Background: an optimization exercise with open tools, aiming at small area and a short achievable clock period. Do not read the settings as production practice.
Function was not checked in any run shown here: the RTL went through the layout flow alone.
Power is estimated from default activity; no workload was simulated.

==> config.mk <==
export PLATFORM = sky130hd
export DESIGN_NAME = stepper_speed_ramp_controller
export DESIGN_NICKNAME = stepper_speed_ramp_controller
export VERILOG_FILES = /design/flow/design.v
export SDC_FILE = /design/flow/constraint.sdc
export NUM_CORES = 4
export LEC_CHECK = 0
export ABC_CLOCK_PERIOD_IN_PS = 3700
export CAP_MARGIN = 20
export CORE_MARGIN = 2
export CORE_UTILIZATION = 40
export CTS_BUF_LIST = sky130_fd_sc_hd__clkbuf_16
export CTS_CLUSTER_DIAMETER = 100
export CTS_CLUSTER_SIZE = 30
export SETUP_SLACK_MARGIN = 3.8
export SLEW_MARGIN = 20
==> constraint.sdc <==
create_clock -name core_clock -period 7.5 [get_ports {clk}]
set_input_delay 1.5000 -clock core_clock [delete_from_list [all_inputs] [get_ports {clk}]]
set_output_delay 1.5000 -clock core_clock [all_outputs]
set_load 0.01 [all_outputs]
==> design.v <==
`default_nettype none
package ssrc_pkg;
	localparam int LEVELS    = 14;
	localparam int POSITIONS = 64;
	localparam int LVL_W     = $clog2(LEVELS);
	localparam int POS_W     = $clog2(POSITIONS);
	localparam int LEVEL_FW  = 4;
	localparam int PHASE_W   = 3;
	localparam int WORD_W    = 16;
	localparam int OVER_W    = 17;
	localparam int PULSE_W   = 8;
	localparam int OP_W      = 3;
	localparam int ADDR_W    = 4;
	localparam int DATA_W    = 32;
	localparam logic [OP_W-1:0] OP_TICK   = 3'd0;
	localparam logic [OP_W-1:0] OP_START  = 3'd1;
	localparam logic [OP_W-1:0] OP_DECEL  = 3'd2;
	localparam logic [OP_W-1:0] OP_STOP   = 3'd3;
	localparam logic [OP_W-1:0] OP_PULSE  = 3'd4;
	localparam logic [OP_W-1:0] OP_GOAL   = 3'd5;
	localparam logic [OP_W-1:0] OP_ZERO   = 3'd6;
	localparam logic [OP_W-1:0] OP_LOAD   = 3'd7;
	localparam logic [PHASE_W-1:0] PH_IDLE  = 3'd0;
	localparam logic [PHASE_W-1:0] PH_ACCEL = 3'd1;
	localparam logic [PHASE_W-1:0] PH_DECEL = 3'd2;
	localparam logic [PHASE_W-1:0] PH_STOP  = 3'd3;
	localparam logic [PHASE_W-1:0] PH_OVER  = 3'd4;
	localparam logic [1:0] REG_TARGET  = 2'd0;
	localparam logic [1:0] REG_DIR     = 2'd1;
	localparam logic [1:0] REG_OVERRUN = 2'd2;
endpackage
`default_nettype wire
`default_nettype none
import ssrc_pkg::*;
module stepper_speed_ramp_controller (
	input  wire logic                clk,
	input  wire logic                arst_n,
	input  wire logic                psel,
	input  wire logic                penable,
	input  wire logic                pwrite,
	input  wire logic [ADDR_W-1:0]   paddr,
	input  wire logic [DATA_W-1:0]   pwdata,
	output logic      [DATA_W-1:0]   prdata,
	output logic                     pready,
	input  wire logic                in_valid,
	output logic                     in_ready,
	input  wire logic [OP_W-1:0]     op,
	input  wire logic [PULSE_W-1:0]  count_value,
	input  wire logic [LEVEL_FW-1:0] level_index,
	input  wire logic [WORD_W-1:0]   level_reload,
	input  wire logic [WORD_W-1:0]   level_dwell,
	output logic                     out_valid,
	input  wire logic                out_ready,
	output logic      [WORD_W-1:0]   reload_out,
	output logic      [LEVEL_FW-1:0] speed_level,
	output logic      [PHASE_W-1:0]  ramp_state,
	output logic                     running,
	output logic      [POS_W-1:0]    position,
	output logic                     on_position
);
	logic [LEVEL_FW-1:0] target_q;
	logic                dir_q;
	logic [WORD_W-1:0]   overrun_q;
	logic [PHASE_W-1:0]  phase_q,  phase_d;
	logic [LEVEL_FW-1:0] level_q,  level_d;
	logic [WORD_W-1:0]   dwell_q,  dwell_d;
	logic [WORD_W-2:0]   over_q,   over_d;
	logic                timer_q,  timer_d;
	logic [POS_W-1:0]    place_q,  place_d;
	logic [PULSE_W-1:0]  pcount_q, pcount_d;
	logic [PULSE_W-1:0]  pgoal_q,  pgoal_d;
	logic [LEVELS-1:0]   hot_q,    hot_d;
	logic                onpos_q,  onpos_d;
	logic                out_valid_q;
	logic [WORD_W-1:0]   reload_tab_q [LEVELS];
	logic [WORD_W-1:0]   dwell_tab_q  [LEVELS];
	logic                accept;
	logic                cfg_wr;
	logic [WORD_W-1:0]   dwell_cur;
	logic [WORD_W-1:0]   reload_cur;
	logic [LEVEL_FW-1:0] tgt_eff;
	logic [WORD_W-1:0]   dwell_next;
	logic                dwell_done;
	logic                over_hit;
	logic [PHASE_W-1:0]  ph_k  [2];
	logic [LEVEL_FW-1:0] lv_k  [2];
	logic [WORD_W-1:0]   dw_k  [2];
	logic [LEVELS-1:0]   hot_k [2];
	logic [LEVEL_FW:0]   up_k;
	logic [LEVEL_FW-1:0] dn_k;
	logic [WORD_W-1:0]   dwdn_k;
	logic [LEVELS-1:0]   uph_k;
	logic [LEVELS-1:0]   dnh_k;
	logic [LEVELS-1:0]   tgt_hot;
	assign accept   = in_valid && in_ready;
	assign in_ready = !out_valid_q || out_ready;
	assign cfg_wr   = psel && penable && pwrite;
	assign pready   = 1'b1;
	always_ff @(posedge clk or negedge arst_n) begin
		if (!arst_n) begin
			target_q  <= '0;
			dir_q     <= 1'b0;
			overrun_q <= '0;
		end else if (cfg_wr) begin
			case (paddr[3:2])
				REG_TARGET:  target_q  <= pwdata[LEVEL_FW-1:0];
				REG_DIR:     dir_q     <= pwdata[0];
				REG_OVERRUN: overrun_q <= pwdata[WORD_W-1:0];
				default: ;
			endcase
		end
	end
	always_comb begin
		case (paddr[3:2])
			REG_TARGET:  prdata = DATA_W'(target_q);
			REG_DIR:     prdata = DATA_W'(dir_q);
			REG_OVERRUN: prdata = DATA_W'(overrun_q);
			default:     prdata = '0;
		endcase
	end
	always_comb begin
		dwell_cur  = '0;
		reload_cur = '0;
		for (int i = 0; i < LEVELS; i++) begin
			dwell_cur  = dwell_cur  | ({WORD_W{hot_q[i]}} & dwell_tab_q[i]);
			reload_cur = reload_cur | ({WORD_W{hot_q[i]}} & reload_tab_q[i]);
		end
	end
	assign tgt_eff    = (target_q >= LEVEL_FW'(LEVELS)) ? LEVEL_FW'(LEVELS - 1) : target_q;
	assign dwell_next = dwell_q + WORD_W'(1);
	assign dwell_done = dwell_q >= dwell_cur;
	assign over_hit   = {over_q, 1'b1} >= overrun_q;
	always_comb begin
		tgt_hot = '0;
		for (int i = 0; i < LEVELS; i++) tgt_hot[i] = (tgt_eff == LEVEL_FW'(i));
		for (int k = 0; k < 2; k++) begin
			up_k   = {1'b0, level_q} + (LEVEL_FW+1)'(k);
			uph_k  = (k == 1) ? {hot_q[LEVELS-2:0], 1'b0} : hot_q;
			dn_k   = (k == 1 && level_q != '0) ? level_q - LEVEL_FW'(1) : level_q;
			dnh_k  = (k == 1 && !hot_q[0]) ? {1'b0, hot_q[LEVELS-1:1]} : hot_q;
			dwdn_k = (k == 1 || dn_k == '0) ? WORD_W'(1) : dwell_next;
			ph_k[k]  = phase_q;
			lv_k[k]  = level_q;
			hot_k[k] = hot_q;
			dw_k[k]  = dwell_q;
			if (!accept) begin
			end else if (op == OP_STOP) begin
				lv_k[k]  = dn_k;
				hot_k[k] = dnh_k;
				dw_k[k]  = dwdn_k;
				ph_k[k]  = PH_OVER;
			end else if (op == OP_TICK && timer_q) begin
				case (phase_q)
					PH_ACCEL: begin
						dw_k[k] = (k == 1) ? WORD_W'(1) : dwell_next;
						if (up_k >= {1'b0, tgt_eff}) begin
							lv_k[k]  = tgt_eff;
							hot_k[k] = tgt_hot;
							ph_k[k]  = PH_IDLE;
						end else begin
							lv_k[k]  = up_k[LEVEL_FW-1:0];
							hot_k[k] = uph_k;
						end
					end
					PH_DECEL: begin
						lv_k[k]  = dn_k;
						hot_k[k] = dnh_k;
						dw_k[k]  = dwdn_k;
						if (dn_k == '0) ph_k[k] = PH_IDLE;
					end
					PH_STOP: begin
						lv_k[k]  = dn_k;
						hot_k[k] = dnh_k;
						dw_k[k]  = dwdn_k;
						ph_k[k]  = PH_OVER;
					end
					PH_OVER: begin
						if (over_hit) begin
							lv_k[k]  = '0;
							hot_k[k] = LEVELS'(1);
							ph_k[k]  = PH_IDLE;
							dw_k[k]  = WORD_W'(1);
						end else begin
							lv_k[k]  = dn_k;
							hot_k[k] = dnh_k;
							dw_k[k]  = dwdn_k;
						end
					end
					default: ;
				endcase
			end else if (op == OP_START) begin
				ph_k[k]  = PH_ACCEL;
				lv_k[k]  = '0;
				hot_k[k] = LEVELS'(1);
			end else if (op == OP_DECEL) begin
				ph_k[k] = PH_DECEL;
			end
		end
	end
	always_comb begin
		phase_d  = dwell_done ? ph_k[1] : ph_k[0];
		level_d  = dwell_done ? lv_k[1] : lv_k[0];
		dwell_d  = dwell_done ? dw_k[1] : dw_k[0];
		hot_d    = dwell_done ? hot_k[1] : hot_k[0];
		over_d   = over_q;
		timer_d  = timer_q;
		place_d  = place_q;
		pcount_d = pcount_q;
		pgoal_d  = pgoal_q;
		onpos_d  = onpos_q;
		case (op)
			OP_TICK: if (timer_q && phase_q == PH_OVER) begin
				if (over_hit) begin
					timer_d = 1'b0;
					over_d  = '0;
				end else begin
					over_d  = over_q + (WORD_W-1)'(1);
				end
			end
			OP_START: timer_d = 1'b1;
			OP_PULSE: begin
				pcount_d = pcount_q + PULSE_W'(1);
				onpos_d  = pcount_d >= pgoal_q;
				place_d  = dir_q ? place_q - POS_W'(1) : place_q + POS_W'(1);
			end
			OP_GOAL: begin
				pcount_d = '0;
				pgoal_d  = count_value;
				onpos_d  = count_value == '0;
			end
			OP_ZERO: place_d = '0;
			default: ;
		endcase
	end
	always_ff @(posedge clk or negedge arst_n) begin
		if (!arst_n) begin
			phase_q  <= PH_IDLE;
			level_q  <= '0;
			hot_q    <= LEVELS'(1);
			dwell_q  <= WORD_W'(1);
		end else begin
			phase_q  <= phase_d;
			level_q  <= level_d;
			hot_q    <= hot_d;
			dwell_q  <= dwell_d;
		end
	end
	always_ff @(posedge clk or negedge arst_n) begin
		if (!arst_n) begin
			over_q   <= '0;
			timer_q  <= 1'b0;
			place_q  <= '0;
			pcount_q <= '0;
			pgoal_q  <= '0;
			onpos_q  <= 1'b1;
		end else if (accept) begin
			over_q   <= over_d;
			timer_q  <= timer_d;
			place_q  <= place_d;
			pcount_q <= pcount_d;
			pgoal_q  <= pgoal_d;
			onpos_q  <= onpos_d;
		end
	end
	for (genvar i = 0; i < LEVELS; i++) begin : g_tab
		always_ff @(posedge clk) begin
			if (accept && op == OP_LOAD && level_index == LEVEL_FW'(i)) begin
				reload_tab_q[i] <= level_reload;
				dwell_tab_q[i]  <= level_dwell;
			end
		end
	end
	always_ff @(posedge clk or negedge arst_n) begin
		if (!arst_n) begin
			out_valid_q <= 1'b0;
		end else if (accept) begin
			out_valid_q <= 1'b1;
		end else if (out_ready) begin
			out_valid_q <= 1'b0;
		end
	end
	assign out_valid   = out_valid_q;
	assign reload_out  = reload_cur;
	assign speed_level = level_q;
	assign ramp_state  = phase_q;
	assign running     = timer_q;
	assign position    = place_q;
	assign on_position = onpos_q;
endmodule
`default_nettype wire
==> flow/run.sh <==
#!/bin/bash
# Standard layout, with the port buffers made of buf_2 cells instead of the
# delay cells buffer_ports picks on its own.
set -euo pipefail
bash standard.sh "BUFFER_PORTS_ARGS=-buffer_cell sky130_fd_sc_hd__buf_2" finish > standard_flow.log 2>&1
==> standard.sh <==
#!/bin/bash
# synth_recipe.tcl (not shown) runs the flow's synth.tcl, then flattens the netlist and writes it again
# the make line also repeats each setting of config.mk as NAME=value (left out here)
make -C /OpenROAD-flow-scripts/flow DESIGN_CONFIG=/design/flow/config.mk WORK_HOME=/design/flow/orfs CLKGATE_MAP_FILE= SYNTH_SCRIPT=/design/flow/synth_recipe.tcl "${@:-finish}"
==> results of run 1 <==
[layout by cell type, fill, tap and decap left out, drive strengths merged, types with 5 or more instances in the layout]
cell type / synthesis / final
xnor2: 10 / 10
a211oi: 11 / 11
nand3b: 6 / 6
buf: 32 / 198
a21o: 16 / 16
edfxtp: 448 / 448
a21oi: 59 / 59
and3: 12 / 12
clkbuf: 77 / 29
o31ai: 5 / 5
o21ai: 76 / 76
mux2: 16 / 16
o22ai: 15 / 15
conb: 2 / 17
dfrtp: 95 / 95
nand4: 30 / 30
a22o: 42 / 42
nand2b: 14 / 14
a221oi: 50 / 50
inv: 50 / 58
nor3: 23 / 23
mux2i: 14 / 14
a22oi: 149 / 149
nand3: 62 / 62
or3: 13 / 13
nand2: 93 / 93
xor2: 17 / 17
nor2: 99 / 99
nor2b: 6 / 7
nor4: 6 / 6
and2: 14 / 14
ha: 56 / 56
[registers in the layout, summed over array words and instances (netlist names)]
name / count
pgoal_q: 8
dwell_q: 16
target_q: 4
phase_q: 3
overrun_q: 16
dwell_tab_q: 224
reload_tab_q: 224
level_q: 4
pcount_q: 8
place_q: 6
onpos_q: 1
timer_q: 1
hot_q: 14
out_valid_q: 1
dir_q: 1
over_q: 15
[per-layer routing]
metal	GRT usage [%]	up-vias	share of wire, %	wire (um)
met5	0	-	0.043	27
li1	-	6728	-	-
met4	4.04	4	1.7	1060
met2	33.4	683	47	29500
met3	2.34	70	7.7	4790
met1	29.0	7672	43	27200
[cell type report]
cell class | instances | area [um2] | area share [%]
inverter | 50 | 188 | 0.710
timing repair buffer | 203 | 1510 | 5.72
clock buffer | 24 | 601 | 2.27
tap | 765 | 957 | 3.62
sequential | 546 | 15900 | 60.3
clock inverter | 9 | 126 | 0.478
multi-input combinational | 982 | 7100 | 26.9
[repair_timing]
| item | 4_1_cts | 5_1_grt |
|---|---|---|
| gates cloned | 3 | 4 |
| gates resized for setup | 53 | 81 |
| buffers inserted | 21 | 21 |
| endpoints found under the setup margin | 65 | 60 |
| pin swaps | 12 | 26 |
[worst min path at each step]
stage,start,to,slack [ns],depth (start not counted)
2_1_floorplan,pgoal_q[1]$_DFFE_PN0P_,pgoal_q[1]$_DFFE_PN0P_,0.48,1
3_3_place_gp,pgoal_q[5]$_DFFE_PN0P_,pgoal_q[5]$_DFFE_PN0P_,0.49,1
3_5_place_dp,pgoal_q[5]$_DFFE_PN0P_,pgoal_q[5]$_DFFE_PN0P_,0.49,1
4_1_cts,pgoal_q[5]$_DFFE_PN0P_,pgoal_q[5]$_DFFE_PN0P_,0.51,1
5_1_grt,pgoal_q[4]$_DFFE_PN0P_,pgoal_q[4]$_DFFE_PN0P_,0.54,1
6_report,pgoal_q[7]$_DFFE_PN0P_,pgoal_q[7]$_DFFE_PN0P_,0.51,1
[per-stage QoR]
stage,setup slack (ns),instances,cell area (um2),hold slack [ns],power [mW]
CTS,3.77,2554,25800,0.514,6.34
detailed placement,2.80,2497,24600,0.494,4.73
finish,3.82,2579,26400,0.510,6.41
global route,3.75,2579,26400,0.540,6.69
global placement,2.88,2497,24600,0.490,4.70
floorplan,3.49,1684,23200,0.479,4.30
[power breakdown]
group | internal [mW] | switching (mW) | total [mW]
clock network | 0.618 | 0.979 | 1.60
logic | 0.533 | 0.776 | 1.31
registers | 3.38 | 0.127 | 3.51
total | 4.53 | 1.88 | 6.41
[critical path, delay by kind of cell, from the launching register on]
| kind | cells | cell delay [ns] |
|---|---|---|
| compound gates | 2 | 0.35 |
| buf+inv | 2 | 0.36 |
| simple gates | 2 | 0.27 |
| flops | 1 | 0.57 |
[kinds of logic after synthesis]
group	after synthesis	share of synthesized area (%)
flip-flops	546	69.0
AO/OA/AOI/OAI	453	14.0
AND/OR/NAND/NOR	395	8.49
buffers and inverters	159	2.99
adder cells (fa/ha/maj)	57	3.12
multiplexers	30	1.39
XOR/XNOR	27	1.02
other	2	0.0326
==> results.sh, run 1 <==
export IMPL_outcome="no timing/DRC/antenna violations"
export IMPL_core_area_um2=57400
export IMPL_cpPeakStageDelay_ns=0.57
export IMPL_layout_drive_gt1_share_pct=20.0
export IMPL_wire_per_inst_um=24.2
export IMPL_leakagePower_nw=9.31
export IMPL_clk_latency_ns=0.63
export IMPL_relSlewSlack_pct=36.5
export IMPL_hold_buffers=0
export IMPL_htree_levels=1
export IMPL_drv_cap=0
export IMPL_clock_sinks=546
export IMPL_startpoint="hot_q[2]$_DFFE_PN0P_"
export IMPL_start_util_pct=40.2
export IMPL_row_count=88
export IMPL_rrSetupSlack_ns=3.85
export IMPL_antenna_cells=0
export IMPL_r2r_end="hot_q[5]$_DFFE_PN0P_"
export IMPL_numCtsBuffers=24
export IMPL_final_setup_viol_count=0
export IMPL_chipHeight_um=244
export IMPL_areaGrowthSynthToFinish_pct=14.5
export IMPL_cp_slowest_cell="dfrtp_4"
export IMPL_rr_startpoint="hot_q[2]$_DFFE_PN0P_"
export IMPL_worst_setup_path_start_kind="flip-flop"
export IMPL_crit_end="reload_out[11]"
export IMPL_synth_top_area_share_pct=58.3
export IMPL_syn_area_um2=23100
export IMPL_totalWireLength_um=62500
export IMPL_fin_tns_setup_ns=0
export IMPL_synth_seq_cells=546
export IMPL_antenna_left=0
export IMPL_place_gp_congestion=0.848
export IMPL_grt_pass1_vias=14500
export IMPL_grt_max_degree=65
export IMPL_critPathMaxFanout=11
export IMPL_vias_per_cell=5.88
export IMPL_grt_setup_unrepaired="yes"
export IMPL_worstPathArrival_ns=2.18
export IMPL_clk_pin_slew_worst_paths_ns=0.12
export IMPL_p_per_area_nw_per_um2=243
export IMPL_grt_pass1_wl_um=91400
export IMPL_dp_hpwl_um=32700
export IMPL_period_needed_ns=3.68
export IMPL_seq_area_frac_synth_pct=69.0
export IMPL_synth_avg_cell_area_um2=13.8
export IMPL_endpoint_kind="primary output"
export IMPL_worst_clock_skew_ns=0.0380
export IMPL_root_buffer="clkbuf_16"
export IMPL_antenna_found_initial=4
export IMPL_yosys_warnings=7
export IMPL_synth_most_common_cell="edfxtp_1"
export IMPL_fp_dieW_um=244
export IMPL_required_ns=6.00
export IMPL_drc=0
export IMPL_tightestPinTransition_ns=0.950
export IMPL_finalCritPeriodShare_pct=49.0
export IMPL_vias=15200
export IMPL_finalMaxSlewViolations=0
export IMPL_dieArea_um2=59600
export IMPL_worstPathCellList="buf_12, a22oi_2, nand2_1, a221oi_2, nand4_1, buf_2"
export IMPL_yosysTopAreaCell="edfxtp_1"
export IMPL_ios=156
export IMPL_ff2ff_path_depth=15
export IMPL_initialDrtViolationCount=1687
export IMPL_gr_usage_all_layers_pct=20.2
export IMPL_clockBufferDepth=3
export IMPL_grt_ovfl_total=0
export IMPL_hold_class="flip-flop to flip-flop"
export IMPL_synth_edf_count=448
export IMPL_final_core_util_pct=46.1
export IMPL_nets=1954
export IMPL_synth_common_cells="edfxtp_1, a22oi_1, nor2_1"
export IMPL_max_freq_ghz=0.272
export IMPL_synth_cell_types=72
export IMPL_io_buffers=120
export IMPL_drt_pass1_iterations=6
export IMPL_worstSetupPathType="flip-flop to primary output"
export IMPL_ir_drop_mv=0.198
export IMPL_cts_tree="done"
export IMPL_synthCells=1669
export IMPL_synth_flop_cell="edfxtp_1"
export IMPL_async_flop_share_pct=17.9
export IMPL_n_fill_cell=5023
export IMPL_ys_top_cells_by_area="edfxtp_1, dfrtp_1, a22oi_1"
export IMPL_hold_viol=0
==> inputs of run 2 (changes only) <==
--- a/config.mk
+++ b/config.mk
@@ -5,12 +5,12 @@
 export SDC_FILE = /design/flow/constraint.sdc
 export NUM_CORES = 4
 export LEC_CHECK = 0
-export ABC_CLOCK_PERIOD_IN_PS = 3700
+export ABC_CLOCK_PERIOD_IN_PS = 2000
 export CAP_MARGIN = 20
 export CORE_MARGIN = 2
 export CORE_UTILIZATION = 40
 export CTS_BUF_LIST = sky130_fd_sc_hd__clkbuf_16
 export CTS_CLUSTER_DIAMETER = 100
 export CTS_CLUSTER_SIZE = 30
-export SETUP_SLACK_MARGIN = 3.8
+export SETUP_SLACK_MARGIN = 4.1
 export SLEW_MARGIN = 20
==> results.sh, run 2 <==
export IMPL_start_util_pct=40.2
export IMPL_core_area_um2=57400
export IMPL_final_core_util_pct=48.4
export IMPL_clk_pin_slew_worst_paths_ns=0.12
export IMPL_worst_clock_skew_ns=0.0487
export IMPL_layout_commonest_cell="edfxtp_1"
export IMPL_fp_dieW_um=244
export IMPL_max_freq_ghz=0.272
export IMPL_layout_drive_gt1_share_pct=25.6
export IMPL_drt_pass1_iterations=6
export IMPL_ir_drop_mv=0.204
export IMPL_numCtsBuffers=24
export IMPL_drc=0
export IMPL_wire_per_inst_um=25.6
export IMPL_pwr_share_seq_pct=53.0
export IMPL_outcome="no timing/DRC/antenna violations"
export IMPL_ys_top_cells_by_area="edfxtp_1, dfrtp_1, a22oi_1"
export IMPL_initialDrtViolationCount=1760
export IMPL_final_setup_viol_count=0
export IMPL_fin_tns_setup_ns=0
export IMPL_synth_avg_cell_area_um2=13.8
export IMPL_gr_usage_all_layers_pct=21.8
export IMPL_critPathMaxFanout=5
export IMPL_leakagePower_nw=9.86
export IMPL_antenna_found_initial=5
export IMPL_p_clk_share_pct=24.2
export IMPL_switching_share_pct=29.6
export IMPL_synth_seq_cells=546
export IMPL_areaGrowthSynthToFinish_pct=20.3
export IMPL_grt_ovfl_total=0
export IMPL_hold_class="flip-flop to flip-flop"
export IMPL_n_fill_cell=4913
export IMPL_grt_setup_unrepaired="yes"
export IMPL_p_per_area_nw_per_um2=239
export IMPL_yosys_warnings=7
export IMPL_grt_pass1_wl_um=97100
export IMPL_p_comb_share_pct=22.9
export IMPL_cts_tree="done"
export IMPL_final_cell_mix="edfxtp_1, a22oi_1, buf_2"
export IMPL_row_count=88
export IMPL_antenna_left=0
export IMPL_layout_cells_non_filler=2638
export IMPL_endpoint_kind="primary output"
export IMPL_root_buffer="clkbuf_16"
export IMPL_io_buffers=120
export IMPL_async_flop_share_pct=17.9
export IMPL_fin_area_um2=27800
export IMPL_dp_cells=2496
export IMPL_finalCritPeriodShare_pct=49.1
export IMPL_pre_cts_slack_ns=2.83
export IMPL_hold_buffers=0
export IMPL_vias_per_cell=5.91
export IMPL_synth_cell_types=72
export IMPL_grt_pass1_vias=14900
export IMPL_seq_area_frac_synth_pct=69.0
export IMPL_p_int_mw=4.67
export IMPL_chipHeight_um=244
export IMPL_tightestPinTransition_ns=0.956
export IMPL_relSlewSlack_pct=36.1
export IMPL_synth_common_cells="edfxtp_1, a22oi_1, nor2_1"
export IMPL_worstSetupPathType="flip-flop to primary output"
export IMPL_worstPathArrival_ns=2.18
export IMPL_totalWireLength_um=67500
export IMPL_dieArea_um2=59600
export IMPL_layout_setup_ws_ns=3.82
export IMPL_required_ns=6.00
export IMPL_yosysTopAreaCell="edfxtp_1"
export IMPL_grt_max_degree=64
export IMPL_vias=15600
export IMPL_place_gp_congestion=0.872
export IMPL_clockBufferDepth=3
export IMPL_synth_top_area_share_pct=58.3
export IMPL_finalMaxSlewViolations=0
export IMPL_hold_viol=0
export IMPL_synth_flop_cell="edfxtp_1"
export IMPL_clock_sinks=546
export IMPL_syn_area_um2=23100
export IMPL_worst_setup_path_start_kind="flip-flop"
export IMPL_place_area_um2=24600
export IMPL_clk_latency_ns=0.63
export IMPL_synthCells=1669
export IMPL_synth_most_common_cell="edfxtp_1"
export IMPL_nets=2012
export IMPL_dp_hpwl_um=33000
export IMPL_period_needed_ns=3.68
export IMPL_p_sw_mw=1.97
export IMPL_synth_edf_count=448
export IMPL_reg_top3="dwell_tab_q: 224 flops, reload_tab_q: 224 flops"
export IMPL_drv_cap=0
export IMPL_ios=156
export IMPL_htree_levels=1
==> run 2: cell count changes in the layout (fill, tap and decap cells not counted), moves of 8 or more <==
cell and change:
a22oi_1 -13, a22oi_2 +13, and2_1 -12, and2_4 +12, buf_12 +8, buf_2 -13
buf_4 +26, buf_6 +22, bufbuf_16 +11, o21ai_0 -14, o21ai_1 +11
==> run 2: timing repair <==
item                       4_1_cts  5_1_grt
buffers inserted                69       17
gates resized for setup        168       89
pin swaps                       57       60
setup endpoints to repair       70       70
cloned                          17        5
==> run 2: worst paths after layout <==
path | startpoint | slack (ns) | to | depth (start not counted)
min | pgoal_q[6]$_DFFE_PN0P_ | 0.51 | pgoal_q[6]$_DFFE_PN0P_ | 1
min reg2reg | pgoal_q[6]$_DFFE_PN0P_ | 0.51 | pgoal_q[6]$_DFFE_PN0P_ | 1
max in group asynchronous | arst_n | 5.37 | place_q[5]$_DFFE_PN0P_ | 2
min in group asynchronous | arst_n | 0.86 | pcount_q[7]$_DFFE_PN0P_ | 1
max reg2reg | hot_q[4]$_DFFE_PN0P_ | 3.89 | hot_q[0]$_DFFE_PN1P_ | 15
max | hot_q[9]$_DFFE_PN0P_ | 3.82 | reload_out[1] | 7
==> run 2: through the flow <==
step / hold slack, ns / power (mW)
floorplan: 0.479 / 4.31
detailed placement: 0.495 / 4.73
finish: 0.511 / 6.64
global placement: 0.492 / 4.70
global route: 0.533 / 6.91
CTS: 0.517 / 6.58
==> run 2: final cells by class <==
cell class / count / area, um2 / share of cell area (%)
Clock inverter: 9 / 134 / 0.482
Sequential cell: 546 / 15900 / 57.4
Antenna cell: 1 / 2.50 / 0.00902
Multi-Input combinational cell: 984 / 7450 / 26.9
Tap cell: 765 / 957 / 3.45
Clock buffer: 24 / 601 / 2.16
Inverter: 50 / 188 / 0.676
Timing Repair Buffer: 259 / 2490 / 8.96
==> run 2: power by group through the flow <==
stage	Combinational, mW	Sequential (mW)	Clock, mW
after global routing	1.64	3.53	1.73
after CTS	1.43	3.51	1.64
final	1.52	3.52	1.61
after detailed placement	1.15	3.58	0
after floorplan	0.795	3.52	0
after global placement	1.12	3.58	0
==> run 2: routing by layer <==
layer	wire length [um]	up-vias	GRT usage [%]
li1	-	6869	-
met4	2000	6	6.74
met2	32000	687	35.7
met3	5030	117	3.31
met1	28300	7917	30.1
met5	35	-	0
==> run 2: worst max-delay path: stages, from the launching register on <==
cell and delay (ns):
dfrtp_1 0.45, buf_12 0.17, buf_16 0.15, a22oi_2 0.11, nand2_1 0.08, a221oi_2 0.20
nand4_1 0.20, buf_2 0.20
==> run 2: logic make-up (layout without fill, tap and decap cells) <==
logic type               Yosys count  count (layout)  share of synthesized area (%)
AO/OA/AOI/OAI                    453             456                           14.0
XOR/XNOR                          27              27                           1.02
adder cells (fa/ha/maj)           57              57                           3.12
buffers and inverters            159             342                           2.99
flip-flops                       546             546                           69.0
multiplexers                      30              30                           1.39
other                              2              18                         0.0326
AND/OR/NAND/NOR                  395             397                           8.49

port drivers added, routing unchanged:
The flow's constraints put no driver on any port. The routed layouts listed below were extracted and timed again, unchanged, in two steps.
Step 1 (the two cells are an assumption about what drives the block):
set clk [get_ports {clk}]
set_driving_cell -lib_cell sky130_fd_sc_hd__clkbuf_16 $clk
set_driving_cell -lib_cell sky130_fd_sc_hd__buf_2 [delete_from_list [all_inputs] $clk]
Step 2 also shifts input and output timing later by t, the mid clock arrival at the registers, as if the neighbouring blocks saw the same clock.
a / b / c = ideal ports / drivers / drivers and shift; a / b = the first two.
run	t, ns	setup slack, ns	worst hold slack (ns)	latest minus earliest clock arrival (ns)	cell pins on the clock port's net
run 1	0.663	3.824 / 3.766 / 3.491	0.510 / 0.510 / 0.510	0.048 / 0.048	1
run 2	0.663	3.818 / 3.758 / 3.499	0.511 / 0.511 / 0.511	0.053 / 0.053	1
After both steps setup and hold are still met in every run listed. The setup slack of run 1, which loses most, moves by -0.058 ns with the drivers and by -0.333 ns with both steps.
